What follows belongs to an exercise in optimizing a design on an open flow for small area; a production flow would make more cautious choices.
The RTL was checked by simulation tests, not by an equivalence proof against the original design.
Power is estimated from default activity; no workload was simulated.

`flow/flow/run.sh`:
```
#!/bin/bash
# Own layout flow: the standard ORFS flow with three changes
#  - synthesis maps the logic with an area-oriented ABC script (abc_lean.script)
#    at the real clock period, and without the full/half adder cell extraction;
#    registers, their names and cell types are as in the standard synthesis
#  - the port buffers use the smallest buffer cell
# Every tool's output goes to a log file in this folder.
set -euo pipefail
WORK=$(pwd)
FLOWDIR=$WORK/flow
# synthesis script: the standard flow's, with ABC's mapping script swapped
{
  head -n 1 synth_recipe.tcl
  cat <<TCL
proc abc {args} {
  set i [lsearch -exact \$args -script]
  if { \$i >= 0 } { set args [lreplace \$args [expr {\$i + 1}] [expr {\$i + 1}] $FLOWDIR/abc_lean.script] }
  set i [lsearch -exact \$args -D]
  if { \$i >= 0 } { set args [lreplace \$args [expr {\$i + 1}] [expr {\$i + 1}] [expr {int(\$::env(FLOW_PERIOD_NS) * 1000)}]] }
  puts "lean abc: \$args"
  yosys abc {*}\$args
}
TCL
  tail -n +2 synth_recipe.tcl
} > lean_synth.tcl
sed "s#$WORK/synth_recipe.tcl#$WORK/lean_synth.tcl#" standard.sh > lean_standard.sh
grep -q lean_synth.tcl lean_standard.sh
export BUFFER_PORTS_ARGS="-buffer_cell sky130_fd_sc_hd__buf_1"
bash lean_standard.sh "ADDER_MAP_FILE=" finish > flow_make.log 2>&1
```
`flow/flow/abc_lean.script`:
```
strash
dc2
balance
rewrite
refactor
balance
rewrite
rewrite -z
balance
refactor -z
rewrite -z
balance
strash
&get -n
&dch -f
&nf -p -R 20 {D}
&put
```
`flow/standard.sh`:
```
#!/bin/bash
# synth_recipe.tcl (not shown) runs the flow's synth.tcl, then flattens the netlist and writes it again
# the make line also repeats each setting of config.mk as NAME=value (left out here)
make -C /OpenROAD-flow-scripts/flow DESIGN_CONFIG=/design/flow/config.mk WORK_HOME=/design/flow/orfs CLKGATE_MAP_FILE= SYNTH_SCRIPT=/design/flow/synth_recipe.tcl "${@:-finish}"
```
`flow/config.mk`:
```
export PLATFORM = sky130hd
export DESIGN_NAME = tdc_click_top
export DESIGN_NICKNAME = tdc_click_top
export VERILOG_FILES = /design/flow/design.v
export SDC_FILE = /design/flow/constraint.sdc
export NUM_CORES = 4
export LEC_CHECK = 0
export CAP_MARGIN = 20
export CORE_MARGIN = 2
export CORE_UTILIZATION = 65
export CTS_CLUSTER_DIAMETER = 70
export CTS_CLUSTER_SIZE = 22
export SLEW_MARGIN = 20
```
`flow/constraint.sdc`:
```
create_clock -name core_clock -period 11.0 [get_ports {clk200_i}]
set_input_delay 2.2000 -clock core_clock [delete_from_list [all_inputs] [get_ports {clk200_i}]]
set_output_delay 2.2000 -clock core_clock [all_outputs]
set_load 0.01 [all_outputs]
```
`flow/design.v`:
```
`timescale 1ns/1ps
module apb_cfg_regs #(
	parameter int CNT_W = 7
) (
	input  logic             clk200_i,
	input  logic             gc_rst,
	input  logic             apb_psel_i,
	input  logic             apb_penable_i,
	input  logic             apb_pwrite_i,
	input  logic [7:0]       apb_paddr_i,
	input  logic [31:0]      apb_pwdata_i,
	output logic [31:0]      apb_prdata_o,
	output logic             apb_pready_o,
	output logic             apb_pslverr_o,
	output logic             cfg_enable,
	output logic             cfg_start,
	output logic [2:0]       cfg_mode,
	output logic [5:0]       cfg_index_bits,
	output logic [5:0]       cfg_stop_bits,
	output logic [13:0]      cfg_tdc_shift,
	output logic [31:0]      cfg_gate0,
	output logic [31:0]      cfg_gate1,
	output logic             gate0_set,
	output logic             gate1_set,
	input  logic [CNT_W-1:0] cnt_total,
	input  logic [CNT_W-1:0] cnt_click0,
	input  logic [CNT_W-1:0] cnt_click1,
	input  logic             cnt_latched
);
	localparam int TIME_W = 14;
	localparam logic [2:0] MODE_OFF = 3'd0;
	logic addr_hit;
	logic wr_en;
	assign addr_hit = (apb_paddr_i[7:5] == 3'd0) && (apb_paddr_i[1:0] == 2'd0);
	assign apb_pready_o  = 1'b1;
	assign apb_pslverr_o = apb_psel_i & apb_penable_i & ~addr_hit;
	assign wr_en         = apb_psel_i & apb_penable_i & apb_pwrite_i & addr_hit;
	always_ff @(posedge clk200_i or posedge gc_rst) begin
		if (gc_rst) begin
			cfg_enable     <= 1'b0;
			cfg_start      <= 1'b0;
			cfg_mode       <= MODE_OFF;
			cfg_index_bits <= '0;
			cfg_stop_bits  <= '0;
			cfg_tdc_shift  <= '0;
			gate0_set      <= 1'b0;
			gate1_set      <= 1'b0;
		end else if (wr_en) begin
			case (apb_paddr_i[4:2])
				3'd0: begin
					cfg_enable <= apb_pwdata_i[0];
					cfg_start  <= apb_pwdata_i[1];
					cfg_mode   <= apb_pwdata_i[4:2];
				end
				3'd1: begin
					cfg_index_bits <= apb_pwdata_i[5:0];
					cfg_stop_bits  <= apb_pwdata_i[13:8];
				end
				3'd2: cfg_tdc_shift <= apb_pwdata_i[TIME_W-1:0];
				3'd3: gate0_set <= 1'b1;
				3'd4: gate1_set <= 1'b1;
				default: ;
			endcase
		end
	end
	always_ff @(posedge clk200_i) begin
		if (wr_en && (apb_paddr_i[4:2] == 3'd3))
			cfg_gate0 <= apb_pwdata_i;
		if (wr_en && (apb_paddr_i[4:2] == 3'd4))
			cfg_gate1 <= apb_pwdata_i;
	end
	always_comb begin
		apb_prdata_o = '0;
		if (addr_hit) begin
			case (apb_paddr_i[4:2])
				3'd0: apb_prdata_o = {23'd0, cnt_latched, 3'd0, cfg_mode, cfg_start, cfg_enable};
				3'd1: apb_prdata_o = {16'd0, 2'd0, cfg_stop_bits, 2'd0, cfg_index_bits};
				3'd2: apb_prdata_o = {18'd0, cfg_tdc_shift};
				3'd3: apb_prdata_o = gate0_set ? cfg_gate0 : '0;
				3'd4: apb_prdata_o = gate1_set ? cfg_gate1 : '0;
				3'd5: apb_prdata_o = cnt_latched ? 32'(cnt_total) : '0;
				3'd6: apb_prdata_o = cnt_latched ? 32'(cnt_click0) : '0;
				default: apb_prdata_o = cnt_latched ? 32'(cnt_click1) : '0;
			endcase
		end
	end
endmodule
`timescale 1ns/1ps
module stop_frame_rx (
	input  logic        clk200_i,
	input  logic        gc_rst,
	input  logic        frame_i,
	input  logic        sdi_i,
	input  logic        cfg_enable,
	input  logic [5:0]  cfg_index_bits,
	input  logic [5:0]  cfg_stop_bits,
	input  logic [13:0] cfg_tdc_shift,
	output logic        stop_valid_o,
	output logic [31:0] t_sum_o,
	output logic [31:0] rec_tdc_o
);
	localparam int TDC_W = 32;
	localparam int STRETCH_CYCLES = 4;
	localparam logic [2:0] IDLE       = 3'd0;
	localparam logic [2:0] WAIT_FRAME = 3'd1;
	localparam logic [2:0] SKIP_INDEX = 3'd2;
	localparam logic [2:0] SHIFT_STOP = 3'd3;
	localparam logic [2:0] HOLD       = 3'd4;
	logic [2:0]       state;
	logic [6:0]       bit_cnt;
	logic             sdi_r;
	logic             sdi_2r;
	logic [TDC_W-1:0] shreg;
	logic             cnt_one;
	logic             cnt_end;
	logic [6:0]       cnt_dec;
	always_comb begin : tsum_add
		logic [14:0] lo;
		logic        c;
		lo = {1'b0, shreg[13:0]} + {1'b0, cfg_tdc_shift};
		t_sum_o[13:0] = lo[13:0];
		c = lo[14];
		for (int i = 14; i < TDC_W; i++) begin
			t_sum_o[i] = shreg[i] ^ c;
			c = c & shreg[i];
		end
	end
	assign rec_tdc_o = shreg;
	always_ff @(posedge clk200_i or posedge gc_rst) begin
		if (gc_rst) begin
			state <= IDLE;
		end else begin
			case (state)
				IDLE: begin
					if (cfg_enable)
						state <= WAIT_FRAME;
				end
				WAIT_FRAME: begin
					if (!cfg_enable)
						state <= IDLE;
					else if (frame_i)
						state <= SKIP_INDEX;
				end
				SKIP_INDEX: begin
					if (cnt_end)
						state <= SHIFT_STOP;
				end
				SHIFT_STOP: begin
					if (cnt_end)
						state <= HOLD;
				end
				HOLD: begin
					if (cnt_end)
						state <= WAIT_FRAME;
				end
				default: state <= IDLE;
			endcase
		end
	end
	assign cnt_one = bit_cnt == 7'd1;
	always_comb begin : cnt_sub
		logic b;
		b = 1'b1;
		for (int i = 0; i < 7; i++) begin
			cnt_dec[i] = bit_cnt[i] ^ b;
			b = b & ~bit_cnt[i];
		end
	end
	assign cnt_end = (state == SKIP_INDEX) ? (bit_cnt == 7'h7F) : cnt_one;
	always_ff @(posedge clk200_i) begin
		stop_valid_o <= (state == SHIFT_STOP) && cnt_one;
		if (state == WAIT_FRAME)
			bit_cnt <= {1'b0, cfg_index_bits};
		else if (cnt_end)
			bit_cnt <= (state == SKIP_INDEX) ? {1'b0, cfg_stop_bits} : 7'(STRETCH_CYCLES);
		else
			bit_cnt <= cnt_dec;
	end
	always_ff @(posedge clk200_i) begin
		sdi_r  <= sdi_i;
		sdi_2r <= sdi_r;
		if (state == SHIFT_STOP)
			shreg <= {shreg[TDC_W-2:0], sdi_2r};
		else if (state == HOLD)
			shreg <= t_sum_o;
		else
			shreg <= '0;
	end
endmodule
`timescale 1ns/1ps
module click_timestamp (
	input  logic        clk200_i,
	input  logic        gc_rst,
	input  logic        pps_i,
	input  logic        cfg_start,
	input  logic [2:0]  cfg_mode,
	input  logic [31:0] cfg_gate0,
	input  logic [31:0] cfg_gate1,
	input  logic        stop_valid_i,
	input  logic [31:0] t_sum_i,
	input  logic [31:0] rec_tdc_i,
	input  logic        gate0_set,
	input  logic        gate1_set,
	output logic        stop_run_o,
	output logic        hit_g0_o,
	output logic        hit_g1_o,
	output logic        gc_running_o,
	output logic        rec_valid_o,
	output logic [1:0]  rec_click_o,
	output logic [47:0] rec_gc_o
);
	localparam int GC_W   = 48;
	localparam int TIME_W = 14;
	localparam int GC_LATENCY = 12;
	localparam logic [2:0] MODE_NO_GATE = 3'd1;
	localparam logic [2:0] MODE_GATED   = 3'd2;
	localparam logic [1:0] IDLE       = 2'd0;
	localparam logic [1:0] WAIT_START = 2'd1;
	localparam logic [1:0] DETECT_PPS = 2'd2;
	localparam logic [1:0] RUN        = 2'd3;
	logic [1:0]        state;
	logic              pps_r;
	logic [GC_W-1:0]   gcb;
	logic [GC_W-1:0]   gcb_inc;
	logic [TIME_W-1:0] fine;
	logic [4:0]        q625;
	logic [9:0]        gate_mod;
	logic [3:0]        bucket;
	logic [3:0]        bucket_r;
	logic [3:0]        stamp_hi;
	logic [6:0]        stamp_lo;
	logic              hit_g0;
	logic              hit_g1;
	logic              phase_hi;
	logic              phase_zero;
	logic              stop_run;
	logic              rec_take;
	logic [1:0]        rec_code;
	assign fine = t_sum_i[TIME_W-1:0];
	tdc_div625 i_div (
		.fine_i (fine),
		.q_o    (q625),
		.r_o    (gate_mod)
	);
	always_comb begin
		case ({q625[4], q625[3:1]})
			4'b0000: bucket = 4'd1;
			4'b0001: bucket = 4'd2;
			4'b0010: bucket = 4'd3;
			4'b0011: bucket = 4'd4;
			4'b0100: bucket = 4'd5;
			4'b0101: bucket = 4'd6;
			4'b0110: bucket = 4'd7;
			4'b0111: bucket = 4'd8;
			default: bucket = 4'd9;
		endcase
	end
	assign phase_hi   = q625[0];
	assign phase_zero = (gate_mod == '0) && !q625[0];
	assign hit_g0 = gate0_set && gate_hit(gate_mod, cfg_gate0);
	assign hit_g1 = gate1_set && gate_hit(gate_mod, cfg_gate1);
	assign hit_g0_o = hit_g0;
	assign hit_g1_o = hit_g1;
	assign stop_run_o = stop_run;
	assign stop_run     = stop_valid_i && (state == RUN);
	assign gc_running_o = state == RUN;
	always_comb begin
		rec_take = 1'b0;
		rec_code = 2'b11;
		case (cfg_mode)
			MODE_NO_GATE: rec_take = 1'b1;
			MODE_GATED: begin
				rec_take = (hit_g0 | hit_g1) & ~phase_zero;
				rec_code = {~hit_g0, phase_hi};
			end
			default: rec_take = 1'b0;
		endcase
	end
	always_ff @(posedge clk200_i or posedge gc_rst) begin
		if (gc_rst) begin
			state       <= IDLE;
			rec_valid_o <= 1'b0;
		end else begin
			case (state)
				IDLE: state <= WAIT_START;
				WAIT_START: begin
					if (cfg_start && !pps_i)
						state <= DETECT_PPS;
				end
				DETECT_PPS: begin
					if (!cfg_start)
						state <= WAIT_START;
					else if (pps_i && !pps_r)
						state <= RUN;
				end
				default: ;
			endcase
			rec_valid_o <= stop_run & rec_take;
		end
	end
	always_ff @(posedge clk200_i) begin
		pps_r         <= pps_i;
		gcb           <= (state == RUN) ? gcb_inc : GC_W'(-(GC_LATENCY + 1));
		rec_click_o   <= rec_code;
		bucket_r      <= bucket;
	end
	always_comb begin
		case ({bucket_r[3], rec_tdc_i[TIME_W+2:TIME_W]})
			4'd0: stamp_hi = 4'd1;
			4'd1: stamp_hi = 4'd2;
			4'd2: stamp_hi = 4'd3;
			4'd3: stamp_hi = 4'd4;
			4'd4: stamp_hi = 4'd5;
			4'd5: stamp_hi = 4'd6;
			4'd6: stamp_hi = 4'd7;
			4'd7: stamp_hi = 4'd0;
			4'd8: stamp_hi = 4'd2;
			4'd9: stamp_hi = 4'd3;
			4'd10: stamp_hi = 4'd4;
			4'd11: stamp_hi = 4'd5;
			4'd12: stamp_hi = 4'd6;
			4'd13: stamp_hi = 4'd7;
			4'd14: stamp_hi = 4'd8;
			4'd15: stamp_hi = 4'd1;
			default: stamp_hi = 4'd0;
		endcase
	end
	assign stamp_lo = {stamp_hi, bucket_r[2:0]};
	always_comb begin : gc_chain
		logic c;
		logic p;
		c = 1'b1;
		for (int i = 0; i < 6; i++) begin
			gcb_inc[i] = gcb[i] ^ c;
			c = c & gcb[i];
		end
		p = 1'b1;
		for (int i = 6; i < GC_W; i++) begin
			gcb_inc[i]  = gcb[i] ^ (c & p);
			rec_gc_o[i] = gcb[i] ^ (stamp_lo[6] & p);
			p = p & gcb[i];
		end
		rec_gc_o[5:0] = stamp_lo[5:0];
	end
	function automatic logic gate_hit(input logic [9:0] gm, input logic [31:0] gate);
		logic [10:0] d;
		d = {1'b0, gm} - {1'b0, gate[9:0]};
		gate_hit = (gate[23:10] == '0) && (d[10:8] == 3'd0) && (d[7:0] < gate[31:24]);
	endfunction
endmodule
module tdc_div625 (
	input  logic [13:0] fine_i,
	output logic [4:0]  q_o,
	output logic [9:0]  r_o
);
	logic [4:0]  tq;
	logic [9:0]  tr;
	logic [10:0] s;
	logic        ge2;
	logic        ge1;
	always_comb begin
		case (fine_i[13:10])
			4'd0: begin tq = 5'd0; tr = 10'd0; end
			4'd1: begin tq = 5'd1; tr = 10'd399; end
			4'd2: begin tq = 5'd3; tr = 10'd173; end
			4'd3: begin tq = 5'd4; tr = 10'd572; end
			4'd4: begin tq = 5'd6; tr = 10'd346; end
			4'd5: begin tq = 5'd8; tr = 10'd120; end
			4'd6: begin tq = 5'd9; tr = 10'd519; end
			4'd7: begin tq = 5'd11; tr = 10'd293; end
			4'd8: begin tq = 5'd13; tr = 10'd67; end
			4'd9: begin tq = 5'd14; tr = 10'd466; end
			4'd10: begin tq = 5'd16; tr = 10'd240; end
			4'd11: begin tq = 5'd18; tr = 10'd14; end
			4'd12: begin tq = 5'd19; tr = 10'd413; end
			4'd13: begin tq = 5'd21; tr = 10'd187; end
			4'd14: begin tq = 5'd22; tr = 10'd586; end
			4'd15: begin tq = 5'd24; tr = 10'd360; end
			default: begin tq = 5'd0; tr = 10'd0; end
		endcase
	end
	assign s   = {1'b0, fine_i[9:0]} + {1'b0, tr};
	assign ge2 = s >= 11'd1250;
	assign ge1 = !ge2 && (s >= 11'd625);
	always_comb begin
		if (ge2)
			r_o = 10'(s - 11'd1250);
		else if (ge1)
			r_o = 10'(s - 11'd625);
		else
			r_o = s[9:0];
	end
	always_comb begin : q_add
		logic c;
		q_o[0] = tq[0] ^ ge1;
		c = tq[0] & ge1;
		q_o[1] = tq[1] ^ ge2 ^ c;
		c = (tq[1] & ge2) | (c & (tq[1] ^ ge2));
		for (int i = 2; i < 5; i++) begin
			q_o[i] = tq[i] ^ c;
			c = c & tq[i];
		end
	end
endmodule
`timescale 1ns/1ps
module click_rate_counters #(
	parameter int WINDOW_CYCLES = 1000,
	parameter int CNT_W = 7
) (
	input  logic             clk200_i,
	input  logic             gc_rst,
	input  logic             stop_run_i,
	input  logic             hit_g0_i,
	input  logic             hit_g1_i,
	input  logic             gc_running_i,
	output logic [CNT_W-1:0] cnt_total,
	output logic [CNT_W-1:0] cnt_click0,
	output logic [CNT_W-1:0] cnt_click1,
	output logic             cnt_latched,
	output logic             count_valid_o
);
	localparam int WIN_W = $clog2(WINDOW_CYCLES);
	logic [WIN_W-1:0] win_cnt;
	logic             win_end;
	logic             win_clr;
	logic [CNT_W-1:0] total_cnt;
	logic [CNT_W-1:0] click0_cnt;
	logic [CNT_W-1:0] click1_cnt;
	logic [CNT_W-1:0] total_r;
	logic [CNT_W-1:0] click0_r;
	logic [CNT_W-1:0] click1_r;
	function automatic logic [WIN_W-1:0] inc_w(input logic [WIN_W-1:0] a, input logic ci);
		logic c;
		c = ci;
		for (int i = 0; i < WIN_W; i++) begin
			inc_w[i] = a[i] ^ c;
			c = c & a[i];
		end
	endfunction
	function automatic logic [CNT_W-1:0] inc_c(input logic [CNT_W-1:0] a, input logic ci);
		logic c;
		c = ci;
		for (int i = 0; i < CNT_W; i++) begin
			inc_c[i] = a[i] ^ c;
			c = c & a[i];
		end
	endfunction
	assign win_end = gc_running_i && ((win_cnt & WIN_W'(WINDOW_CYCLES - 1))
		== WIN_W'(WINDOW_CYCLES - 1));
	assign win_clr = !gc_running_i || win_end;
	always_ff @(posedge clk200_i) begin
		if (win_clr)
			win_cnt <= '0;
		else
			win_cnt <= inc_w(win_cnt, 1'b1);
	end
	always_ff @(posedge clk200_i) begin
		if (!gc_running_i) begin
			total_cnt  <= '0;
			click0_cnt <= '0;
			click1_cnt <= '0;
		end else if (win_end) begin
			total_cnt  <= CNT_W'(stop_run_i);
			click0_cnt <= CNT_W'(stop_run_i & hit_g0_i);
			click1_cnt <= CNT_W'(stop_run_i & hit_g1_i);
		end else begin
			if (stop_run_i)
				total_cnt <= inc_c(total_cnt, 1'b1);
			if (stop_run_i & hit_g0_i)
				click0_cnt <= inc_c(click0_cnt, 1'b1);
			if (stop_run_i & hit_g1_i)
				click1_cnt <= inc_c(click1_cnt, 1'b1);
		end
	end
	always_ff @(posedge clk200_i) begin
		if (win_end) begin
			total_r  <= total_cnt;
			click0_r <= click0_cnt;
			click1_r <= click1_cnt;
		end
	end
	assign cnt_total  = total_r;
	assign cnt_click0 = click0_r;
	assign cnt_click1 = click1_r;
	always_ff @(posedge clk200_i or posedge gc_rst) begin
		if (gc_rst) begin
			count_valid_o <= 1'b0;
			cnt_latched   <= 1'b0;
		end else begin
			count_valid_o <= win_end;
			if (win_end)
				cnt_latched <= 1'b1;
		end
	end
endmodule
`timescale 1ns/1ps
module tdc_click_top #(
	parameter int WINDOW_CYCLES = 1000
) (
	input  logic        clk200_i,
	input  logic        gc_rst,
	input  logic        apb_psel_i,
	input  logic        apb_penable_i,
	input  logic        apb_pwrite_i,
	input  logic [7:0]  apb_paddr_i,
	input  logic [31:0] apb_pwdata_i,
	output logic [31:0] apb_prdata_o,
	output logic        apb_pready_o,
	output logic        apb_pslverr_o,
	input  logic        frame_i,
	input  logic        sdi_i,
	input  logic        pps_i,
	output logic        rec_valid_o,
	output logic [1:0]  rec_click_o,
	output logic [47:0] rec_gc_o,
	output logic [31:0] rec_tdc_o,
	output logic        count_valid_o
);
	localparam int CNT_W = $clog2(WINDOW_CYCLES / 8 + 2);
	logic        cfg_enable;
	logic        cfg_start;
	logic [2:0]  cfg_mode;
	logic [5:0]  cfg_index_bits;
	logic [5:0]  cfg_stop_bits;
	logic [13:0] cfg_tdc_shift;
	logic [31:0] cfg_gate0;
	logic [31:0] cfg_gate1;
	logic        gate0_set;
	logic        gate1_set;
	logic [CNT_W-1:0] cnt_total;
	logic [CNT_W-1:0] cnt_click0;
	logic [CNT_W-1:0] cnt_click1;
	logic             cnt_latched;
	logic        stop_valid;
	logic [31:0] t_sum;
	logic        stop_run;
	logic        hit_g0;
	logic        hit_g1;
	logic        gc_running;
	apb_cfg_regs #(
		.CNT_W (CNT_W)
	) i_apb_regs (
		.clk200_i       (clk200_i),
		.gc_rst         (gc_rst),
		.apb_psel_i     (apb_psel_i),
		.apb_penable_i  (apb_penable_i),
		.apb_pwrite_i   (apb_pwrite_i),
		.apb_paddr_i    (apb_paddr_i),
		.apb_pwdata_i   (apb_pwdata_i),
		.apb_prdata_o   (apb_prdata_o),
		.apb_pready_o   (apb_pready_o),
		.apb_pslverr_o  (apb_pslverr_o),
		.cfg_enable     (cfg_enable),
		.cfg_start      (cfg_start),
		.cfg_mode       (cfg_mode),
		.cfg_index_bits (cfg_index_bits),
		.cfg_stop_bits  (cfg_stop_bits),
		.cfg_tdc_shift  (cfg_tdc_shift),
		.cfg_gate0      (cfg_gate0),
		.cfg_gate1      (cfg_gate1),
		.gate0_set      (gate0_set),
		.gate1_set      (gate1_set),
		.cnt_total      (cnt_total),
		.cnt_click0     (cnt_click0),
		.cnt_click1     (cnt_click1),
		.cnt_latched    (cnt_latched)
	);
	stop_frame_rx i_frame_rx (
		.clk200_i       (clk200_i),
		.gc_rst         (gc_rst),
		.frame_i        (frame_i),
		.sdi_i          (sdi_i),
		.cfg_enable     (cfg_enable),
		.cfg_index_bits (cfg_index_bits),
		.cfg_stop_bits  (cfg_stop_bits),
		.cfg_tdc_shift  (cfg_tdc_shift),
		.stop_valid_o   (stop_valid),
		.t_sum_o        (t_sum),
		.rec_tdc_o      (rec_tdc_o)
	);
	click_timestamp i_timestamp (
		.clk200_i      (clk200_i),
		.gc_rst        (gc_rst),
		.pps_i         (pps_i),
		.cfg_start     (cfg_start),
		.cfg_mode      (cfg_mode),
		.cfg_gate0     (cfg_gate0),
		.cfg_gate1     (cfg_gate1),
		.gate0_set     (gate0_set),
		.gate1_set     (gate1_set),
		.stop_valid_i  (stop_valid),
		.t_sum_i       (t_sum),
		.rec_tdc_i     (rec_tdc_o),
		.stop_run_o    (stop_run),
		.hit_g0_o      (hit_g0),
		.hit_g1_o      (hit_g1),
		.gc_running_o  (gc_running),
		.rec_valid_o   (rec_valid_o),
		.rec_click_o   (rec_click_o),
		.rec_gc_o      (rec_gc_o)
	);
	click_rate_counters #(
		.WINDOW_CYCLES (WINDOW_CYCLES),
		.CNT_W         (CNT_W)
	) i_rate_cnt (
		.clk200_i      (clk200_i),
		.gc_rst        (gc_rst),
		.stop_run_i    (stop_run),
		.hit_g0_i      (hit_g0),
		.hit_g1_i      (hit_g1),
		.gc_running_i  (gc_running),
		.cnt_total     (cnt_total),
		.cnt_click0    (cnt_click0),
		.cnt_click1    (cnt_click1),
		.cnt_latched   (cnt_latched),
		.count_valid_o (count_valid_o)
	);
endmodule
```
==> run summary, run 1 <==
worst-margin pin slew 1.09 ns; share of cells above drive strength 1 0.0793; CTS tree built; CP max FO 4; fmax about 0.095 GHz; maximum buffer depth of the clock tree 3; Post-synth EDFFs 85; clock root buffer clkbuf_16; Top FF cell, synth dfxtp_1; die height 140 um; Worst Setup Slack, final ~0.44 ns; worst stage delay on the critical path around 0.4 ns; vias in the first global route around 9.4k; Worst path slowest cell dfrtp_1; Ports approximately 170; core area between 15000 and 20000 um^2; initial antenna violation count 0; clock latency (worst-skew pair) ~0.50 ns; clock sink count about 250; Slew Limit Fails 0; Syn Nets about 1.3k; Antenna Violating Nets Remaining 0; Overflow after GRT 0; post-synth cell types 57; sequential cell area fraction in the yosys report 0.507; Total Power approximately 1.8 mW; startpoint types flop; Switching Fraction 0.250; Area growth syn-to-layout 16.2%; internal power between 1 and 1.5 mW; adder-cell area share of the yosys netlist 0.0207; Peak VDD IR roughly 0.13 mV; Syn Std Cell Area roughly 12000 um^2; Reg power frac 0.561; H-tree levels 1; Setup Crit Path Kind reg -> reg; share of power burned in the clock network 0.352; P_sw 450 uW; fin crit period ~11 ns; Clock Skew around 0.014 ns; Rows a little under 50; Final Hold Fails 0; Simple-Gate Fraction of Synth Area 0.186; Syn Area/Cell between 9 and 10 um^2; PD cells 128 nW/um^2; class of the worst hold path reg -> reg; drt via density roughly 6; via count ~10k; Post-Syn Instances about 1.2k; Die W approximately 140 um; die area roughly 20000 um^2; most frequent CP cell maj3_1; LEAKAGE approximately 5.2 nW; Synth Area in Compound Gates 0.156; post-synthesis mux area share 0.0304; status timing/DRC/antenna clean; Fin Hold WS 0.341 ns; asr flop ratio synth 0.161; antenna cells 0; Post-Route WL 29600 um; largest net degree at the start of global routing between 40 and 50; fin crit share 0.960; PortBufs 164; combinational family with the most area after synthesis simple AND/OR/NAND/NOR gates; final setup fails 0; Iteration-0 DRC Markers 717; Comb pwr share 0.087; Pre-antenna DRT Iters 5; CTS clock-pin slew for the worst setup and hold paths roughly 0.090 ns; Global Route Usage Sum 0.289; synthesized flop and latch total about 250; post-layout util 0.775; max_slew headroom 0.270; Setup crit end kind flop; Worst Path Required 11.40 ns; wire length of the first global-routing pass 46500 um; max-cap violation count 0; Crit path arrival time ~11 ns; WL/cell approximately 18 um; initial core utilization 0.667; Residual DRC 0; Warnings, synthesis 5; Placer Congestion between 0.8 and 0.9; DP HPWL a little over 20000 um; Nets ~1.5k; number of buffers created by CTS 17; Synth Area in XOR/XNOR 0.0942; pre-CTS setup slack -0.244 ns
-- Yosys cell counts (3+ instances only) --
library cell,instances,area share
a31oi_1,21,0.011
nor4b_1,3,0.0022
or2_0,10,0.0052
or3b_1,3,0.0022
a211o_1,3,0.0022
edfxtp_1,85,0.21
and3_1,37,0.019
a21o_1,6,0.0037
nand2_1,143,0.044
nor2_1,106,0.033
xnor2_1,86,0.062
o31ai_1,10,0.0062
o211ai_1,5,0.0031
and2_0,20,0.010
mux2_1,30,0.028
buf_4,4,0.0025
a222oi_1,11,0.0091
maj3_1,25,0.021
nand4_1,13,0.0067
nand4b_1,4,0.0029
xor2_1,39,0.028
a22oi_1,28,0.017
nand2b_1,15,0.0078
a211oi_1,4,0.0025
nand3_1,26,0.011
clkinv_1,11,0.0034
o21ai_0,70,0.029
a41oi_1,3,0.0022
nor4_1,8,0.0041
dfxtp_1,128,0.21
a22o_1,13,0.0094
nor3b_1,6,0.0037
mux2i_1,3,0.0025
a21oi_1,109,0.045
o21a_1,7,0.0043
and3b_1,3,0.0022
nor3_1,26,0.011
nor2b_1,30,0.016
dfrtp_1,41,0.085
-- flip-flops by register name, summed over array words and instances, names as in the netlist, 10 cells and up --
register,flops
i_timestamp.gcb,48
i_apb_regs.cfg_gate0,32
i_apb_regs.cfg_gate1,32
i_frame_rx.shreg,32
i_apb_regs.cfg_tdc_shift,14
i_rate_cnt.win_cnt,10
-- layer usage --
layer	share of wire	global-route usage	routed length, um	vias up
met5	0	0	0	-
met4	0.023	0.0795	685	0
met3	0.061	0.0393	1810	56
met2	0.49	0.503	14500	346
met1	0.43	0.382	12600	4838
li1	-	-	-	4941
-- critical path: cells and delay by family, from the launching register on --
family	cells	cell delay (ns)
flip-flops	1	0.41
adder cells (fa/ha/maj)	15	5.48
buffers and inverters	4	0.60
AND/OR/NAND/NOR	6	0.81
XOR/XNOR	4	0.64
AO/OA/AOI/OAI	15	2.50
-- kinds of logic (layout without fill, tap and decap cells) --
group / after synthesis / count (layout)
xor+xnor: 127 / 127
mux: 33 / 33
other cells: 1 / 1
simple gates: 460 / 460
compound gates: 305 / 305
fa+ha+maj: 25 / 25
flops: 254 / 254
buf+inv: 15 / 258
-- power by group through the flow --
| stage | Combinational [mW] | Clock (mW) | Sequential (mW) |
|---|---|---|---|
| floorplan | 0.110 | 0 | 1.03 |
| global placement | 0.146 | 0 | 1.03 |
| detailed placement | 0.151 | 0 | 1.03 |
| CTS | 0.153 | 0.646 | 1.01 |
| global route | 0.174 | 0.674 | 1.02 |
| finish | 0.157 | 0.636 | 1.01 |
-- per-stage QoR --
| stage | instance area (um^2) | std cells | TNS (ns) |
|---|---|---|---|
| 3_3_place_gp | 13400 | 1658 | 0 |
| 6_report | 14100 | 1692 | 0 |
| 2_1_floorplan | 12100 | 1220 | 0 |
| 5_1_grt | 14100 | 1692 | -0.508 |
| 3_5_place_dp | 13400 | 1658 | -2.13 |
| 4_1_cts | 14000 | 1690 | 0 |
-- final cells by class --
class | count | area [um^2]
well taps | 229 | 287
clock buffers | 22 | 444
fillers | 1340 | 4080
repair buffers | 217 | 1010
clock inverters | 8 | 77.6
multi-input cells | 951 | 6060
flip-flops and latches | 254 | 6140
inverters | 11 | 41.3
-- layout by cell type (no fill, tap or decap), types with 15 or more instances in the layout --
cell       netlist  routed
buf_1            0     164
nand2_1        143     143
dfxtp_1        128     128
nor2_1         106     103
a21oi_1        109     103
edfxtp_1        85      85
xnor2_1         86      83
o21ai_0         70      63
buf_4            4      53
dfrtp_1         41      41
and3_1          37      37
xor2_1          39      36
mux2_1          30      30
a22oi_1         28      28
nor2b_1         30      27
nor3_1          26      26
nand3_1         26      26
a31oi_1         21      21
and2_0          20      19
clkbuf_16        0      17
maj3_1          25      16
nand2b_1        15      15
-- worst paths after layout --
kind | endpoint | cells after the start | slack [ns] | startpoint
setup / recovery | i_rate_cnt.click1_cnt[6]$_SDFFE_PP0P_ | 44 | 0.44 | i_apb_regs.cfg_tdc_shift[1]$_DFFE_PP0P_
min in group asynchronous | i_timestamp.state[1]$_DFFE_PP0P_ | 3 | 1.79 | gc_rst
hold reg to reg | i_frame_rx.sdi_2r$_DFF_P_ | 0 | 0.34 | i_frame_rx.sdi_r$_DFF_P_
hold / removal | i_frame_rx.sdi_2r$_DFF_P_ | 0 | 0.34 | i_frame_rx.sdi_r$_DFF_P_
max in group asynchronous | i_apb_regs.cfg_tdc_shift[13]$_DFFE_PP0P_ | 3 | 8.83 | gc_rst
setup reg to reg | i_rate_cnt.click1_cnt[6]$_SDFFE_PP0P_ | 44 | 0.44 | i_apb_regs.cfg_tdc_shift[1]$_DFFE_PP0P_
-- timing repair --
item,CTS,global route
hold buffers,0,0
endpoints found under the hold margin,0,0
pin swaps,1,9
setup endpoints to repair,15,16
gates resized for setup,8,33
buffers inserted,2,2
==> run 2, diff against run 1 <==
--- a/flow/config.mk
+++ b/flow/config.mk
@@ -11,3 +11,4 @@
 export CTS_CLUSTER_DIAMETER = 70
 export CTS_CLUSTER_SIZE = 22
+export GPL_TIMING_DRIVEN = 0
 export SLEW_MARGIN = 20
==> run 2 against run 1 <==
Against the previous run:
- largest cell class is now multi-input combinational cells
- clock skew up 0.00095 ns
- first-iteration DRC count up 13%
- setup slack worse by 0.092 ns
- highest routed layer unchanged
- critical endpoint is now i_rate_cnt.click1_cnt[5]$_SDFFE_PP0P_
==> run summary, run 2 <==
LEAKAGE roughly 5.3 nW; Final Hold Fails 0; fin crit period about 11 ns; fmax approximately 0.094 GHz; Antenna Violating Nets Remaining 0; most common cell after layout, fill and taps aside buf_1; Nets about 1.5k; cell taking the most area after synthesis dfxtp_1; max-cap violation count 0; Global Route Usage Sum 0.287; DP Area 13200 um^2; die height 140 um; Biggest register i_timestamp.gcb; Synth Area in XOR/XNOR 0.0942; max_slew headroom 0.401; Syn Nets around 1.3k; number of buffers created by CTS 16; post-layout util 0.791; CTS clock-pin slew for the worst setup and hold paths about 0.090 ns; PD cells 126 nW/um^2; sequential cell area fraction in the yosys report 0.507; most frequent CP cell maj3_2; core area roughly 18000 um^2; wl on met1 ~12000 um; Rows just under 50; RR Startpoint i_apb_regs.cfg_tdc_shift[0]$_DFFE_PP0P_; CTS tree built; startpoint types flop; drt via density between 6 and 7; Worst Path Required between 10 and 15 ns; Warnings, synthesis 5; worst stage delay on the critical path slightly above 0.4 ns; PortBufs roughly 160; DP HPWL ~21000 um; wire length of the first global-routing pass ~46000 um; Setup Crit Path Kind reg -> reg; synthesized flop and latch total 254; Overflow after GRT 0; initial antenna violation count 1; Worst Setup SP i_apb_regs.cfg_tdc_shift[0]$_DFFE_PP0P_; Slew Limit Fails 0; DR top layer met4; Peak VDD IR 0.0897 mV; Area growth syn-to-layout 18.6%; Iteration-0 DRC Markers slightly above 800; share of cells above drive strength 1 0.0947; most numerous cell in the Yosys netlist nand2_1; die area 19700 um^2; Simple-Gate Fraction of Synth Area 0.186; fin crit share 0.968; Syn Std Cell Area about 12000 um^2; post-synth cell types 57; WL/cell between 15 and 20 um; via count 10.2k; clock sink count between 200 and 300; adder-cell area share of the yosys netlist 0.0207; met2 WL 14800 um; hold buffer count at CTS 0; Setup crit end kind flop; dpl cells ~1.6k; Clock Skew 0.0148 ns; H-tree levels 1; clock latency (worst-skew pair) roughly 0.5 ns; vias in the first global route approximately 9.4k; clock root buffer clkbuf_16; class of the worst hold path reg -> reg; Synth Area in Compound Gates 0.156; combinational family with the most area after synthesis simple AND/OR/NAND/NOR gates; max reg flops 48; Placer Congestion between 0.8 and 0.9; post-route cell area 14400 um^2; status timing/DRC/antenna clean; Synth top cells by count nand2_1, dfxtp_1, a21oi_1, nor2_1, xnor2_1; maximum buffer depth of the clock tree 3; top cells by area, synth dfxtp_1, edfxtp_1, dfrtp_1; final setup fails 0; Die W ~140 um; Worst path slowest cell dfrtp_1; Crit path arrival time 11.04 ns; Post-Layout Cell Count 1687; CP max FO 6; Pre-antenna DRT Iters 6; met3 wire length roughly 1800 um; worst-margin pin slew slightly below 0.9 ns; Residual DRC 0; HP Start i_frame_rx.sdi_r$_DFF_P_; Ports ~170; post-synth top area share 0.212; Top FF cell, synth dfxtp_1; asr flop ratio synth 0.161; post-synthesis mux area share 0.0304; Post-Syn Instances between 1k and 1.5k; Post-Route WL between 20000 and 30000 um; Syn Area/Cell between 9 and 10 um^2; most frequent cells in the layout buf_1, nand2_1, dfxtp_1; largest net degree at the start of global routing between 40 and 50; Total Power roughly 1.8 mW; Post-synth EDFFs 85; initial core utilization 0.667
-- run 2: cell counts after synthesis --
Identical to the previous run, type by type.
-- run 2: cell type report --
type                       instances  area (um^2)
antenna                            1         2.50
clock inverter                     4         66.3
sequential                       254         6140
timing repair buffer             209         1020
inverter                          11         42.5
buffer                             4         30.0
multi-input combinational        951         6320
clock buffer                      24          452
fill                            1220         3790
tap                              229          287
-- run 2: repair_timing --
item                                    in CTS  in global routing
setup buffers                               16                 14
pin swaps                                   12                 18
resized for setup                           41                 34
endpoints found under the setup margin      16                 16
-- run 2: logic make-up after synthesis --
kind of cell / Yosys count
other cells: 1
xor+xnor: 127
fa+ha+maj: 25
simple gates: 460
buf+inv: 15
compound gates: 305
mux: 33
flops: 254
-- run 2: final timing paths --
path	end	slack, ns	cells after the start
setup / recovery	i_rate_cnt.click1_cnt[5]$_SDFFE_PP0P_	0.35	45
hold / removal	i_frame_rx.sdi_2r$_DFF_P_	0.33	0
setup reg to reg	i_rate_cnt.click1_cnt[5]$_SDFFE_PP0P_	0.35	45
hold reg to reg	i_frame_rx.sdi_2r$_DFF_P_	0.33	0
max in group asynchronous	i_apb_regs.cfg_tdc_shift[6]$_DFFE_PP0P_	9.08	3
min in group asynchronous	i_rate_cnt.count_valid_o$_DFF_PP0_	1.54	2
-- run 2: metrics by stage --
stage,TNS [ns],hold WS [ns],setup WS [ns]
2_1_floorplan,0,0.310,0.0283
3_3_place_gp,-17.44,0.310,-1.63
3_5_place_dp,-17.02,0.316,-1.40
4_1_cts,0,0.336,0.0126
5_1_grt,-0.409,0.339,-0.122
6_report,0,0.334,0.349
-- run 2: critical path: cells and delay by family (launching register included) --
| kind | cells | cell delay [ns] |
|---|---|---|
| flip-flops | 1 | 0.41 |
| XOR/XNOR | 3 | 0.79 |
| AO/OA/AOI/OAI | 12 | 2.13 |
| buffers and inverters | 2 | 0.29 |
| AND/OR/NAND/NOR | 13 | 1.52 |
| adder cells (fa/ha/maj) | 15 | 5.40 |
-- run 2: layer usage --
| metal | up-vias | track usage |
|---|---|---|
| met5 | - | 0 |
| met4 | 0 | 0.0868 |
| met3 | 53 | 0.0294 |
| met2 | 357 | 0.491 |
| met1 | 4842 | 0.392 |
| li1 | 4928 | - |
-- run 2: where the power goes --
part	internal (mW)	switching, mW	leakage [nW]
combinational	0.0674	0.0917	2.69
sequential	0.989	0.0243	2.38
clock	0.318	0.317	0.249
==> run 3, diff against run 2 <==
--- a/flow/config.mk
+++ b/flow/config.mk
@@ -10,5 +10,4 @@
 export CORE_UTILIZATION = 65
 export CTS_CLUSTER_DIAMETER = 70
-export CTS_CLUSTER_SIZE = 22
-export GPL_TIMING_DRIVEN = 0
+export CTS_CLUSTER_SIZE = 32
 export SLEW_MARGIN = 20
==> run 3 against run 2 <==
Against the previous run:
- die area did not move
- routed wire length fell by 2.9%
- global-route usage fell by 0.20 points
- cell count did not move
- first-iteration DRC count fell by 19%
- synthesized cell count did not move
- combinational power barely moved
- critical path depth rose by 2
==> run summary, run 3 <==
status timing/DRC/antenna clean; fmax roughly 0.095 GHz; Antenna Violating Nets Remaining 0; via count slightly above 10k; Total Power approximately 1.7 mW; fin crit period between 10 and 15 ns; Post-synth EDFFs between 80 and 90; sequential cell area fraction in the yosys report 0.507; Die W about 140 um; reg2reg setup slack around 0.47 ns; Warnings, synthesis 5; CP max FO 5; post-synthesis mux area share 0.0304; Syn Nets between 1k and 1.5k; clock root buffer clkbuf_16; Post-Layout Cell Count approximately 1.7k; synthesized flop and latch total roughly 250; class of the worst hold path reg -> reg; Nets ~1.5k; Iteration-0 DRC Markers between 600 and 700; asr flop ratio synth 0.161; most frequent CP cell maj3_1; Top FF cell, synth dfxtp_1; Synth Area in Compound Gates 0.156; Residual DRC 0; R2R cell count 47; hold endpoint i_frame_rx.sdi_2r$_DFF_P_; HP Start i_frame_rx.sdi_r$_DFF_P_; Final Hold Fails 0; Pre-antenna DRT Iters 8; max_slew headroom 0.288; Placer Congestion slightly below 0.9; most numerous cell in the Yosys netlist nand2_1; Worst path slowest cell dfrtp_1; Ports ~170; Overflow after GRT 0; FILL cells around 1.3k; Synth Area in XOR/XNOR 0.0942; Simple-Gate Fraction of Synth Area 0.186; worst-margin pin slew roughly 1.1 ns; Synth top cells by count nand2_1, dfxtp_1, a21oi_1, nor2_1, xnor2_1; LEAKAGE between 5 and 6 nW; wire length of the first global-routing pass ~46000 um; number of buffers created by CTS 14; Hold Path Depth 0; Syn Std Cell Area 12100 um^2; Rows around 50; drt via density 6.01; most frequent cells in the layout buf_1, nand2_1, dfxtp_1; Post-Syn Instances approximately 1.2k; Reg2Reg Capture Point i_rate_cnt.click1_cnt[3]$_SDFFE_PP0P_; Peak VDD IR around 0.11 mV; adder-cell area share of the yosys netlist 0.0207; dpl cells 1658; Area growth syn-to-layout 15.6%; Biggest register i_timestamp.gcb; Clock Skew approximately 0.042 ns; setup TNS 0 ns; cell taking the most area after synthesis dfxtp_1; post-route cell area around 14000 um^2; Global Route Usage Sum 0.285; WL/cell about 17 um; post-synth cell types 57; PD cells ~120 nW/um^2; Crit path arrival time ~11 ns; Slew Limit Fails 0; clock latency (worst-skew pair) about 0.51 ns; H-tree levels 1; clock sink count 254; fin crit share 0.957; Worst Path Required about 11 ns; die area 19700 um^2; largest net degree at the start of global routing 48; initial core utilization 0.667; post-layout util 0.771; antenna cells 0; vias in the first global route between 9k and 10k; Post-Route WL roughly 29000 um; core area approximately 18000 um^2; startpoint types flop; initial antenna violation count 0; worst stage delay on the critical path between 0.4 and 0.5 ns; maximum buffer depth of the clock tree 3; Syn Area/Cell slightly below 10 um^2; top cells by area, synth dfxtp_1, edfxtp_1, dfrtp_1; RR Startpoint i_apb_regs.cfg_tdc_shift[1]$_DFFE_PP0P_; max-cap violation count 0; most common cell after layout, fill and taps aside buf_1; die height between 100 and 150 um; final setup fails 0; Setup Crit Path Kind reg -> reg; combinational family with the most area after synthesis simple AND/OR/NAND/NOR gates; share of cells above drive strength 1 0.0782; PortBufs between 150 and 200; DP HPWL a little over 20000 um; CTS clock-pin slew for the worst setup and hold paths around 0.11 ns; CTS tree built; DP Area ~13000 um^2; post-synth top area share 0.212; Setup crit end kind flop; max reg flops 48
run 3: cell counts after synthesis:
No cell type changed its count.
run 3: worst max-delay path by stage:
stage | from | end | slack (ns) | cells past startpoint
2_1_floorplan | i_apb_regs.cfg_tdc_shift[0]$_DFFE_PP0P_ | i_rate_cnt.click0_cnt[6]$_SDFFE_PP0P_ | 0.03 | 43
3_3_place_gp | i_apb_regs.cfg_tdc_shift[1]$_DFFE_PP0P_ | i_rate_cnt.click0_cnt[6]$_SDFFE_PP0P_ | 0.05 | 44
3_5_place_dp | i_apb_regs.cfg_tdc_shift[1]$_DFFE_PP0P_ | i_rate_cnt.click0_cnt[6]$_SDFFE_PP0P_ | -0.24 | 43
4_1_cts | i_apb_regs.cfg_tdc_shift[1]$_DFFE_PP0P_ | i_rate_cnt.click0_cnt[5]$_SDFFE_PP0P_ | 0.02 | 46
5_1_grt | i_apb_regs.cfg_tdc_shift[1]$_DFFE_PP0P_ | i_rate_cnt.click1_cnt[3]$_SDFFE_PP0P_ | -0.1 | 47
6_report | i_apb_regs.cfg_tdc_shift[1]$_DFFE_PP0P_ | i_rate_cnt.click1_cnt[3]$_SDFFE_PP0P_ | 0.47 | 47
run 3: layout make-up:
cell class	instances	area (um^2)	share of cell area
multi-input cells	951	6060	0.433
inverters	11	41.3	0.00295
clock inverters	6	51.3	0.00366
clock buffers	18	397	0.0283
repair buffers	218	1020	0.0729
well taps	229	287	0.0205
flip-flops and latches	254	6140	0.439
run 3: cell families after synthesis:
family | after synthesis
xor+xnor | 127
fa+ha+maj | 25
buf+inv | 15
flops | 254
simple gates | 460
mux | 33
compound gates | 305
other cells | 1
run 3: worst max-delay path: cells and delay by family, from the launching register on:
kind	cells	cell delay (ns)
buffers and inverters	6	0.91
AOI/OAI and AO/OA	14	2.23
DFF	1	0.42
xor gates and xnor gates	3	0.38
adders and majority gates	15	5.46
and+or+nand+nor	9	1.00
run 3: per-layer routing:
layer  share of wire  vias up  GRT usage
met3           0.067       42     0.0407
met1            0.42     4808      0.383
met2            0.49      342      0.491
met4           0.024        0     0.0732
li1                -     4943          -
met5               0        -          0
run 3: stage by stage:
stage                     worst slack [ns]  hold slack, ns
final                                0.471           0.341
after global routing               -0.0969           0.350
after CTS                           0.0212           0.346
after detailed placement            -0.244           0.320
after global placement              0.0488           0.310
after floorplan                     0.0283           0.310
run 3: timing repair:
| item | in CTS | in global routing |
|---|---|---|
| pin swaps | 2 | 7 |
| hold buffers | 0 | 0 |
| setup buffers | 3 | 2 |
| gates cloned | 0 | 0 |
| resized for setup | 8 | 32 |
| setup endpoints to repair | 15 | 16 |
run 3: power breakdown:
part | leakage, nW | internal, mW | switching, mW
combinational | 2.62 | 0.0653 | 0.0903
sequential | 2.38 | 0.989 | 0.0234
clock | 0.219 | 0.266 | 0.312
total | 5.21 | 1.32 | 0.426
==> run 4, diff against run 3 <==
--- a/flow/config.mk
+++ b/flow/config.mk
@@ -6,8 +6,8 @@
 export NUM_CORES = 4
 export LEC_CHECK = 0
-export CAP_MARGIN = 20
+export CAP_MARGIN = 10
 export CORE_MARGIN = 2
 export CORE_UTILIZATION = 65
-export CTS_CLUSTER_DIAMETER = 70
-export CTS_CLUSTER_SIZE = 32
-export SLEW_MARGIN = 20
+export CTS_CLUSTER_DIAMETER = 75
+export CTS_CLUSTER_SIZE = 26
+export SLEW_MARGIN = 10
==> run 4 against run 3 <==
Against the previous run:
- still clean on timing, DRC and antenna
- first-iteration DRC count up 2.9%
- setup slack worse by 0.017 ns
- final area is essentially flat
==> run summary, run 4 <==
post-synth top area share 0.212; sequential cell area fraction in the yosys report 0.507; final setup fails 0; CP max FO 4; share of cells above drive strength 1 0.0761; post-route cell area roughly 14000 um^2; HP Start i_frame_rx.sdi_r$_DFF_P_; Crit path arrival time 10.95 ns; class of the worst hold path reg -> reg; Worst Path Required approximately 11 ns; Post-Syn Instances between 1k and 1.5k; H-tree levels 1; most numerous cell in the Yosys netlist nand2_1; R2R cell count between 40 and 50; dpl cells around 1.7k; Clock Skew about 0.035 ns; Setup crit end kind flop; Worst Setup SP i_apb_regs.cfg_tdc_shift[1]$_DFFE_PP0P_; Warnings, synthesis 5; top cells by area, synth dfxtp_1, edfxtp_1, dfrtp_1; vias in the first global route 9365; Biggest register i_timestamp.gcb; Area growth syn-to-layout 15.8%; asr flop ratio synth 0.161; Syn Nets approximately 1.3k; Final Hold Fails 0; Global Route Usage Sum 0.285; Worst path slowest cell dfrtp_1; fin crit period approximately 11 ns; largest net degree at the start of global routing 48; RR Startpoint i_apb_regs.cfg_tdc_shift[1]$_DFFE_PP0P_; fmax 0.0948 GHz; Reg2Reg Capture Point i_rate_cnt.click1_cnt[6]$_SDFFE_PP0P_; Pre-antenna DRT Iters 8; via count 10.1k; max-cap violation count 0; Overflow after GRT 0; number of buffers created by CTS 15; worst-margin pin slew about 1.1 ns; LEAKAGE between 5 and 6 nW; wire length of the first global-routing pass between 40000 and 50000 um; DP Area roughly 13000 um^2; critical path endpoint i_rate_cnt.click1_cnt[6]$_SDFFE_PP0P_; Peak VDD IR between 0.1 and 0.15 mV; WL/cell 17.3 um; die area just under 20000 um^2; synthesized flop and latch total 254; initial core utilization 0.667; Syn Std Cell Area ~12000 um^2; clock latency (worst-skew pair) ~0.51 ns; clock sink count 254; fin crit share 0.959; max reg flops 48; Iteration-0 DRC Markers about 670; Placer Congestion 0.895; Die W around 140 um; maximum buffer depth of the clock tree 3; setup TNS 0 ns; cell taking the most area after synthesis dfxtp_1; status timing/DRC/antenna clean; Synth top cells by count nand2_1, dfxtp_1, a21oi_1, nor2_1, xnor2_1; DP HPWL 20600 um; most frequent CP cell maj3_1; drt via density roughly 6.0; PortBufs ~160; Ports roughly 170; most frequent cells in the layout buf_1, nand2_1, dfxtp_1; Rows about 50; Antenna Violating Nets Remaining 0; most common cell after layout, fill and taps aside buf_1; Setup Crit Path Kind reg -> reg; Post-synth EDFFs 85; Slew Limit Fails 0; FILL cells about 1.4k; Syn Area/Cell 9.92 um^2; CTS tree built; core area approximately 18000 um^2; Post-Layout Cell Count approximately 1.7k; PD cells 126 nW/um^2; CTS clock-pin slew for the worst setup and hold paths 0.10 ns; antenna cells 0; reg2reg setup slack around 0.45 ns; post-synth cell types 57; Top FF cell, synth dfxtp_1; initial antenna violation count 0; startpoint types flop; max_slew headroom 0.275; clock root buffer clkbuf_16; Nets 1498; worst stage delay on the critical path a little over 0.4 ns; Post-Route WL 29100 um; Residual DRC 0; die height approximately 140 um
==> run 4: cells by family (layout without fill, tap and decap cells) <==
family,after synthesis,count (layout),synth area share
AOI/OAI and AO/OA,305,305,0.156
xor gates and xnor gates,127,127,0.0942
adders and majority gates,25,25,0.0207
buffers and inverters,15,254,0.00589
DFF,254,254,0.507
muxes,33,33,0.0304
other,1,1,0.000310
and+or+nand+nor,460,460,0.186
==> run 4: metal layers <==
layer	routed length, um	global-route usage	share of wire
met1	12500	0.387	0.43
met2	14100	0.488	0.48
met3	1730	0.0356	0.059
met4	825	0.0821	0.028
met5	0	0	0
==> run 4: where the power goes <==
group,internal [mW],total [mW],switching (mW),leakage [nW]
clock network,0.286,0.601,0.315,0.228
logic,0.0654,0.156,0.0907,2.61
registers,0.989,1.01,0.0234,2.38
==> run 4: repair_timing <==
item | in CTS | in global routing
hold buffers | 0 | 0
setup endpoints to repair | 15 | 16
pin swaps | 1 | 7
resized for setup | 8 | 33
buffers inserted | 2 | 2
==> run 4: per-stage QoR <==
step           power (mW)   util  setup slack, ns  hold WS, ns
3_5_place_dp         1.18  0.738           -0.244        0.320
6_report             1.77  0.772            0.454        0.338
3_3_place_gp         1.18  0.738           0.0488        0.310
4_1_cts              1.77  0.766           0.0394        0.343
2_1_floorplan        1.14      -           0.0283        0.310
5_1_grt              1.83  0.772           -0.107        0.348
==> run 4: layout make-up <==
type	instances	area [um^2]	area share
Sequential cell	254	6140	0.438
Multi-Input combinational cell	951	6060	0.433
Timing Repair Buffer	217	1010	0.0723
Clock buffer	20	394	0.0281
Tap cell	229	287	0.0204
Clock inverter	6	73.8	0.00527
Inverter	11	41.3	0.00295
==> run 4: worst min path at each step <==
stage,to,cells after the start
floorplan,i_frame_rx.sdi_2r$_DFF_P_,0
global placement,i_frame_rx.sdi_2r$_DFF_P_,0
detailed placement,i_frame_rx.sdi_2r$_DFF_P_,0
CTS,i_frame_rx.sdi_2r$_DFF_P_,0
global route,i_frame_rx.sdi_2r$_DFF_P_,0
finish,i_frame_rx.sdi_2r$_DFF_P_,0
==> run 4: critical path, delay by kind of cell (launching register included) <==
kind            cells  cell delay (ns)
compound gates     15             2.46
fa+ha+maj          15             5.49
xor+xnor            4             0.65
simple gates        6             0.81
flops               1             0.41
buf+inv             4             0.61
==> run 5, diff against run 4 <==
--- a/flow/config.mk
+++ b/flow/config.mk
@@ -6,8 +6,8 @@
 export NUM_CORES = 4
 export LEC_CHECK = 0
-export CAP_MARGIN = 10
+export CAP_MARGIN = 20
 export CORE_MARGIN = 2
-export CORE_UTILIZATION = 65
+export CORE_UTILIZATION = 70
 export CTS_CLUSTER_DIAMETER = 75
 export CTS_CLUSTER_SIZE = 26
-export SLEW_MARGIN = 10
+export SLEW_MARGIN = 20
==> run 5 against run 4 <==
Against the previous run:
- sequential power about the same
- via count increased by 2.2%
- setup slack improved by 0.020 ns
- combinational power increased by 4%
- cell count about the same
- clock skew decreased by 0.016 ns
- global-route usage increased by 3.5 points
- highest routed layer unchanged
- synthesized cell count unchanged
- still clean
==> run summary, run 5 <==
LEAKAGE 5.26 nW; Total Power approximately 1.8 mW; Global Route Usage Sum 0.321; wire length of the first global-routing pass 46900 um; Nets roughly 1.5k; antenna cells 0; Syn Nets between 1k and 1.5k; Top FF cell, synth dfxtp_1; Iteration-0 DRC Markers between 700 and 800; worst stage delay on the critical path 0.55 ns; vias in the first global route 9531; GRT met3 Usage 0.0426; reg2reg setup slack roughly 0.47 ns; dpl cells about 1.7k; Overflow after GRT 0; WP buf/inv 1; Die W around 140 um; Ports between 150 and 200; most numerous cell in the Yosys netlist nand2_1; synthesized flop and latch total roughly 250; RR Startpoint i_apb_regs.cfg_tdc_shift[1]$_DFFE_PP0P_; via count between 10k and 15k; Peak VDD IR between 0.1 and 0.15 mV; combinational family with the most area after synthesis simple AND/OR/NAND/NOR gates; max reg flops between 40 and 50; Reg2Reg Capture Point i_rate_cnt.click0_cnt[2]$_SDFFE_PP0P_; largest net degree at the start of global routing 54; max-cap violation count 0; asr flop ratio synth 0.161; Setup crit end kind flop; PD cells around 130 nW/um^2; worst-margin pin slew just over 1 ns; Placer Congestion between 0.9 and 1; Synth top cells by count nand2_1, dfxtp_1, a21oi_1, nor2_1, xnor2_1; FILL cells 1075; fin crit period roughly 11 ns; CP max FO 4; Worst path top cell family by delay adder cells; clock sink count between 200 and 300; Rows 48; Syn Std Cell Area approximately 12000 um^2; Worst path slowest cell or4b_4; DP HPWL 21100 um; critical path depth 44; Clock Skew roughly 0.019 ns; met1 global-route usage 0.418; Crit path arrival time ~11 ns; share of cells above drive strength 1 0.0848; max_slew headroom 0.316; Post-Layout Cell Count roughly 1.7k; Slew Limit Fails 0; hold buffer count at CTS 0; top cells by area, synth dfxtp_1, edfxtp_1, dfrtp_1; Worst Path Required 11.40 ns; class of the worst hold path reg -> reg; Final Hold Fails 0; clock root buffer clkbuf_16; Simple-Gate Fraction of Synth Area 0.186; Area growth syn-to-layout 16.6%; gr busiest metal met2; CTS clock-pin slew for the worst setup and hold paths roughly 0.10 ns; sequential cell area fraction in the yosys report 0.507; post-route cell area 14100 um^2; M2 GR Usage 0.550; core area between 15000 and 20000 um^2; startpoint types flop; maximum buffer depth of the clock tree 3; post-synth cell types 57; Post-Route WL around 30000 um; DP Area roughly 13000 um^2; Post-Syn Instances roughly 1.2k; hold endpoint i_frame_rx.sdi_2r$_DFF_P_; Pre-antenna DRT Iters 6; initial antenna violation count 0; drt via density between 6 and 7; number of buffers created by CTS 14; CTS tree built; die area around 18000 um^2; most common cell after layout, fill and taps aside buf_1; R2R cell count 44; Post-synth EDFFs between 80 and 90; Biggest register i_timestamp.gcb; Syn Area/Cell between 9 and 10 um^2; most frequent CP cell maj3_2; adder-cell area share of the yosys netlist 0.0207; fin crit share 0.957; most frequent cells in the layout buf_1, nand2_1, dfxtp_1; die height between 100 and 150 um; H-tree levels 1; Fin Hold WS around 0.34 ns; status timing/DRC/antenna clean; fmax ~0.095 GHz; Synth Area in Compound Gates 0.156; cell taking the most area after synthesis dfxtp_1; post-layout util 0.825; post-synthesis mux area share 0.0304; Hold Path Depth 0; Antenna Violating Nets Remaining 0; Setup Crit Path Kind reg -> reg; Warnings, synthesis 5; post-synth top area share 0.212; Residual DRC 0; final setup fails 0; PortBufs ~160; initial core utilization 0.707; clock latency (worst-skew pair) 0.49 ns; Synth Area in XOR/XNOR 0.0942; HP Start i_frame_rx.sdi_r$_DFF_P_; WL/cell 17.9 um
-- run 5: repair_timing --
action | CTS | global route
setup endpoints to repair | 16 | 16
endpoints found under the hold margin | 0 | 0
buffers inserted | 1 | 1
pin swaps | 2 | 12
gates resized for setup | 15 | 34
-- run 5: final cells by class --
cell class | count | area (um^2) | share of cell area
inverter | 11 | 41.3 | 0.00293
clock buffer | 21 | 419 | 0.0297
timing repair buffer | 222 | 1050 | 0.0745
sequential | 254 | 6140 | 0.435
clock inverter | 3 | 55.1 | 0.00390
tap | 225 | 282 | 0.0199
multi-input combinational | 951 | 6120 | 0.434
-- run 5: power by group --
part,switching (mW),internal (mW),total [mW]
Clock,0.303,0.296,0.599
Combinational,0.0953,0.0662,0.162
Sequential,0.0245,0.989,1.01
-- run 5: cells by family (layout without fill, tap and decap cells) --
logic type,after synthesis,in the layout
adders and majority gates,25,25
xor gates and xnor gates,127,127
AOI/OAI and AO/OA,305,305
other,1,1
DFF,254,254
buffers and inverters,15,257
and+or+nand+nor,460,460
muxes,33,33
-- run 5: worst max-delay path by stage --
stage	slack (ns)	startpoint	endpoint
floorplan	0.03	i_apb_regs.cfg_tdc_shift[0]$_DFFE_PP0P_	i_rate_cnt.click0_cnt[6]$_SDFFE_PP0P_
global placement	0.0005	i_apb_regs.cfg_tdc_shift[1]$_DFFE_PP0P_	i_rate_cnt.click0_cnt[6]$_SDFFE_PP0P_
detailed placement	-0.40	i_apb_regs.cfg_tdc_shift[1]$_DFFE_PP0P_	i_rate_cnt.click0_cnt[6]$_SDFFE_PP0P_
CTS	0.04	i_apb_regs.cfg_tdc_shift[1]$_DFFE_PP0P_	i_rate_cnt.click1_cnt[6]$_SDFFE_PP0P_
global route	-0.04	i_apb_regs.cfg_tdc_shift[1]$_DFFE_PP0P_	i_rate_cnt.click1_cnt[6]$_SDFFE_PP0P_
finish	0.47	i_apb_regs.cfg_tdc_shift[1]$_DFFE_PP0P_	i_rate_cnt.click0_cnt[2]$_SDFFE_PP0P_
-- run 5: through the flow --
stage | setup TNS, ns | setup slack, ns
floorplan | 0 | 0.0283
global placement | 0 | 0.000521
detailed placement | -3.97 | -0.405
CTS | 0 | 0.0376
global route | -0.118 | -0.0355
finish | 0 | 0.474
-- run 5: routing by layer --
layer	up-vias	part of all wire
li1	4946	-
met1	4919	0.40
met2	421	0.49
met3	77	0.068
met4	0	0.039
met5	-	0
==> run 6, diff against run 5 <==
--- a/flow/config.mk
+++ b/flow/config.mk
@@ -8,6 +8,7 @@
 export CAP_MARGIN = 20
 export CORE_MARGIN = 2
-export CORE_UTILIZATION = 70
+export CORE_UTILIZATION = 65
 export CTS_CLUSTER_DIAMETER = 75
 export CTS_CLUSTER_SIZE = 26
+export PLACE_DENSITY = 0.8
 export SLEW_MARGIN = 20
==> run 6 against run 5 <==
Against the previous run:
- utilization down 4.2 points
- sequential share of layout area fell by 0.28 points
- global-route usage is 3.9 points lower
- sequential power about the same
- combinational power shrank 2%
- flip-flop and latch count unchanged
- final area increased by 0.65%
- synthesized cell count stayed put
- hold slack better by 0.0035 ns
- clock-buffer cell count shrank 1
- critical path type unchanged
- routed wire length shrank 1.7%
- still clean on timing, DRC and antenna
==> run summary, run 6 <==
status timing/DRC/antenna clean; LEAKAGE around 5.2 nW; max-cap violation count 0; clock root buffer clkbuf_16; PD cells 125 nW/um^2; drt via density a little over 6; Fin Hold WS around 0.34 ns; Warnings, synthesis 5; Rows 49; core area 18100 um^2; Overflow after GRT 0; fmax 0.0938 GHz; die area slightly below 20000 um^2; P_sw 445 uW; sequential cell area fraction in the yosys report 0.507; CP max FO 5; Biggest register i_timestamp.gcb; Clock Skew ~0.018 ns; initial antenna violation count 0; WL/cell 17.5 um; Syn Nets ~1.3k; DP HPWL a little over 20000 um; Syn Area/Cell about 9.9 um^2; Setup Crit Path Kind reg -> reg; FILL cells roughly 1.3k; clock latency (worst-skew pair) approximately 0.50 ns; Die W around 140 um; Reg2Reg Capture Point i_rate_cnt.click1_cnt[6]$_SDFFE_PP0P_; Peak VDD IR ~0.078 mV; wire length of the first global-routing pass approximately 45000 um; post-synth cell types between 50 and 60; Crit path arrival time around 11 ns; PortBufs about 160; initial core utilization 0.667; die height 140 um; worst stage delay on the critical path approximately 0.41 ns; asr flop ratio synth 0.161; RR Startpoint i_apb_regs.cfg_tdc_shift[1]$_DFFE_PP0P_; share of cells above drive strength 1 0.0882; clock sink count between 200 and 300; most frequent CP cell maj3_1; reg2reg setup slack 0.34 ns; Synth top cells by count nand2_1, dfxtp_1, a21oi_1, nor2_1, xnor2_1; fin crit period about 11 ns; Iteration-0 DRC Markers between 800 and 900; post-synth top area share 0.212; share of power burned in the clock network 0.339; Post-Syn Instances about 1.2k; antenna cells 0; max reg flops 48; H-tree levels 1; RSZ-0062 raised after global routing true; hold buffer count at CTS 0; Post-synth EDFFs 85; top cells by area, synth dfxtp_1, edfxtp_1, dfrtp_1; Antenna Violating Nets Remaining 0; Reg power frac 0.572; number of buffers created by CTS 15; Worst Path Required 11.40 ns; most frequent cells in the layout buf_1, nand2_1, dfxtp_1; fin crit share 0.969; cell taking the most area after synthesis dfxtp_1; Top FF cell, synth dfxtp_1; Global Route Usage Sum 0.282; Placer Congestion 0.864; via count 10.2k; synthesized flop and latch total 254; DP Area 13400 um^2; Comb pwr share 0.089; Pre-antenna DRT Iters 8; Switching Fraction 0.251; worst-margin pin slew 0.906 ns; class of the worst hold path reg -> reg; critical path endpoint i_rate_cnt.click1_cnt[6]$_SDFFE_PP0P_; Worst path slowest cell dfrtp_1; CTS clock-pin slew for the worst setup and hold paths around 0.1 ns; maximum buffer depth of the clock tree 3; vias in the first global route slightly above 9k; Setup crit end kind flop; largest net degree at the start of global routing 54; CTS tree built; Residual DRC 0; Nets about 1.5k; most common cell after layout, fill and taps aside buf_1; Slew Limit Fails 0; HP Start i_frame_rx.sdi_r$_DFF_P_; Final Hold Fails 0; Area growth syn-to-layout 17.3%; post-route cell area roughly 14000 um^2; Syn Std Cell Area roughly 12000 um^2; startpoint types flop; Post-Route WL 29600 um; most numerous cell in the Yosys netlist nand2_1; Worst Setup SP i_apb_regs.cfg_tdc_shift[1]$_DFFE_PP0P_; internal power approximately 1.3 mW; final setup fails 0; Ports 166; max_slew headroom 0.391; R2R cell count 44
-- run 6: repair_timing --
| item | in CTS | in global routing |
|---|---|---|
| gates resized for setup | 10 | 53 |
| pin swaps | 0 | 23 |
| setup buffers | 0 | 5 |
| setup endpoints to repair | 13 | 16 |
-- run 6: logic make-up (layout without fill, tap and decap cells) --
| family | after synthesis | after routing | share of synthesized area |
|---|---|---|---|
| simple gates | 460 | 460 | 0.186 |
| mux | 33 | 33 | 0.0304 |
| compound gates | 305 | 305 | 0.156 |
| flops | 254 | 254 | 0.507 |
| xor+xnor | 127 | 127 | 0.0942 |
| buf+inv | 15 | 258 | 0.00589 |
| other cells | 1 | 1 | 0.000310 |
| fa+ha+maj | 25 | 25 | 0.0207 |
-- run 6: power groups by stage --
stage | registers, mW | logic, mW | clock network [mW]
after floorplan | 1.03 | 0.110 | 0
after global placement | 1.03 | 0.146 | 0
after detailed placement | 1.03 | 0.149 | 0
after CTS | 1.01 | 0.153 | 0.600
after global routing | 1.02 | 0.175 | 0.634
final | 1.01 | 0.158 | 0.599
-- run 6: worst min path at each step --
stage	to	slack [ns]	cells past startpoint
6_report	i_frame_rx.sdi_2r$_DFF_P_	0.34	0
5_1_grt	i_frame_rx.sdi_2r$_DFF_P_	0.35	0
4_1_cts	i_frame_rx.sdi_2r$_DFF_P_	0.35	0
3_5_place_dp	i_frame_rx.sdi_2r$_DFF_P_	0.32	0
3_3_place_gp	i_frame_rx.sdi_2r$_DFF_P_	0.31	0
2_1_floorplan	i_frame_rx.sdi_2r$_DFF_P_	0.31	0
-- run 6: layer usage --
layer / share of wire / track usage / up-vias
met5: 0 / 0 / -
met4: 0.033 / 0.0932 / 0
met3: 0.067 / 0.0393 / 68
met2: 0.48 / 0.478 / 402
met1: 0.42 / 0.377 / 4819
li1: - / - / 4949
-- run 6: cell type report --
| cell class | instances | area, um^2 | share of cell area |
|---|---|---|---|
| repair buffers | 221 | 1050 | 0.0737 |
| clock buffers | 20 | 394 | 0.0277 |
| inverters | 11 | 41.3 | 0.00291 |
| well taps | 229 | 287 | 0.0202 |
| flip-flops and latches | 254 | 6140 | 0.432 |
| multi-input cells | 951 | 6220 | 0.438 |
| clock inverters | 6 | 78.8 | 0.00555 |
-- run 6: through the flow --
step | utilization | TNS (ns) | instances | setup WS, ns | total power [mW]
after CTS | 0.768 | 0 | 1687 | 0.0249 | 1.77
final | 0.783 | 0 | 1692 | 0.340 | 1.77
after detailed placement | 0.739 | -1.99 | 1661 | -0.325 | 1.18
after floorplan | - | 0 | 1220 | 0.0283 | 1.14
after global placement | 0.739 | -0.00864 | 1661 | -0.00864 | 1.18
after global routing | 0.783 | -1.63 | 1692 | -0.176 | 1.83
-- run 6: worst max-delay path: cells and delay by family, from the launching register on --
family	cells	cell delay, ns
muxes	1	0.26
adders and majority gates	15	5.54
xor gates and xnor gates	3	0.73
AOI/OAI and AO/OA	15	2.29
DFF	1	0.41
buffers and inverters	2	0.37
and+or+nand+nor	8	0.94

-- separate check: timing with driven ports --
No port has a modelled driver above. Below, the same layouts with a new extraction and two added sets of constraints. Step 1, drivers: a clkbuf_16 drives clk200_i and a buf_2 each remaining input, both assumed. Step 2, shift: input delay + t, output delay - t, t = (earliest + latest rising clock arrival at the registers) / 2. This alone moves slack from input paths to output paths. Three values: ideal ports, drivers, drivers and shift; two values: the first two.
| run | t, ns | setup WS [ns] | worst hold slack (ns) | worst setup path after step 2 | clock arrival spread, ns |
|---|---|---|---|---|---|
| run 1 | 0.546 | 0.441 / 0.441 / 0.441 | 0.341 / 0.341 / 0.341 | register to register | 0.015 / 0.015 |
| run 2 | 0.529 | 0.349 / 0.349 / 0.349 | 0.334 / 0.334 / 0.334 | register to register | 0.017 / 0.016 |
| run 3 | 0.534 | 0.471 / 0.471 / 0.471 | 0.341 / 0.341 / 0.341 | register to register | 0.042 / 0.042 |
| run 4 | 0.542 | 0.454 / 0.454 / 0.454 | 0.338 / 0.338 / 0.338 | register to register | 0.035 / 0.036 |
| run 5 | 0.532 | 0.474 / 0.474 / 0.474 | 0.336 / 0.336 / 0.336 | register to register | 0.020 / 0.020 |
| run 6 | 0.538 | 0.340 / 0.340 / 0.340 | 0.340 / 0.340 / 0.340 | register to register | 0.019 / 0.019 |
After both steps setup and hold are still met in every run listed.
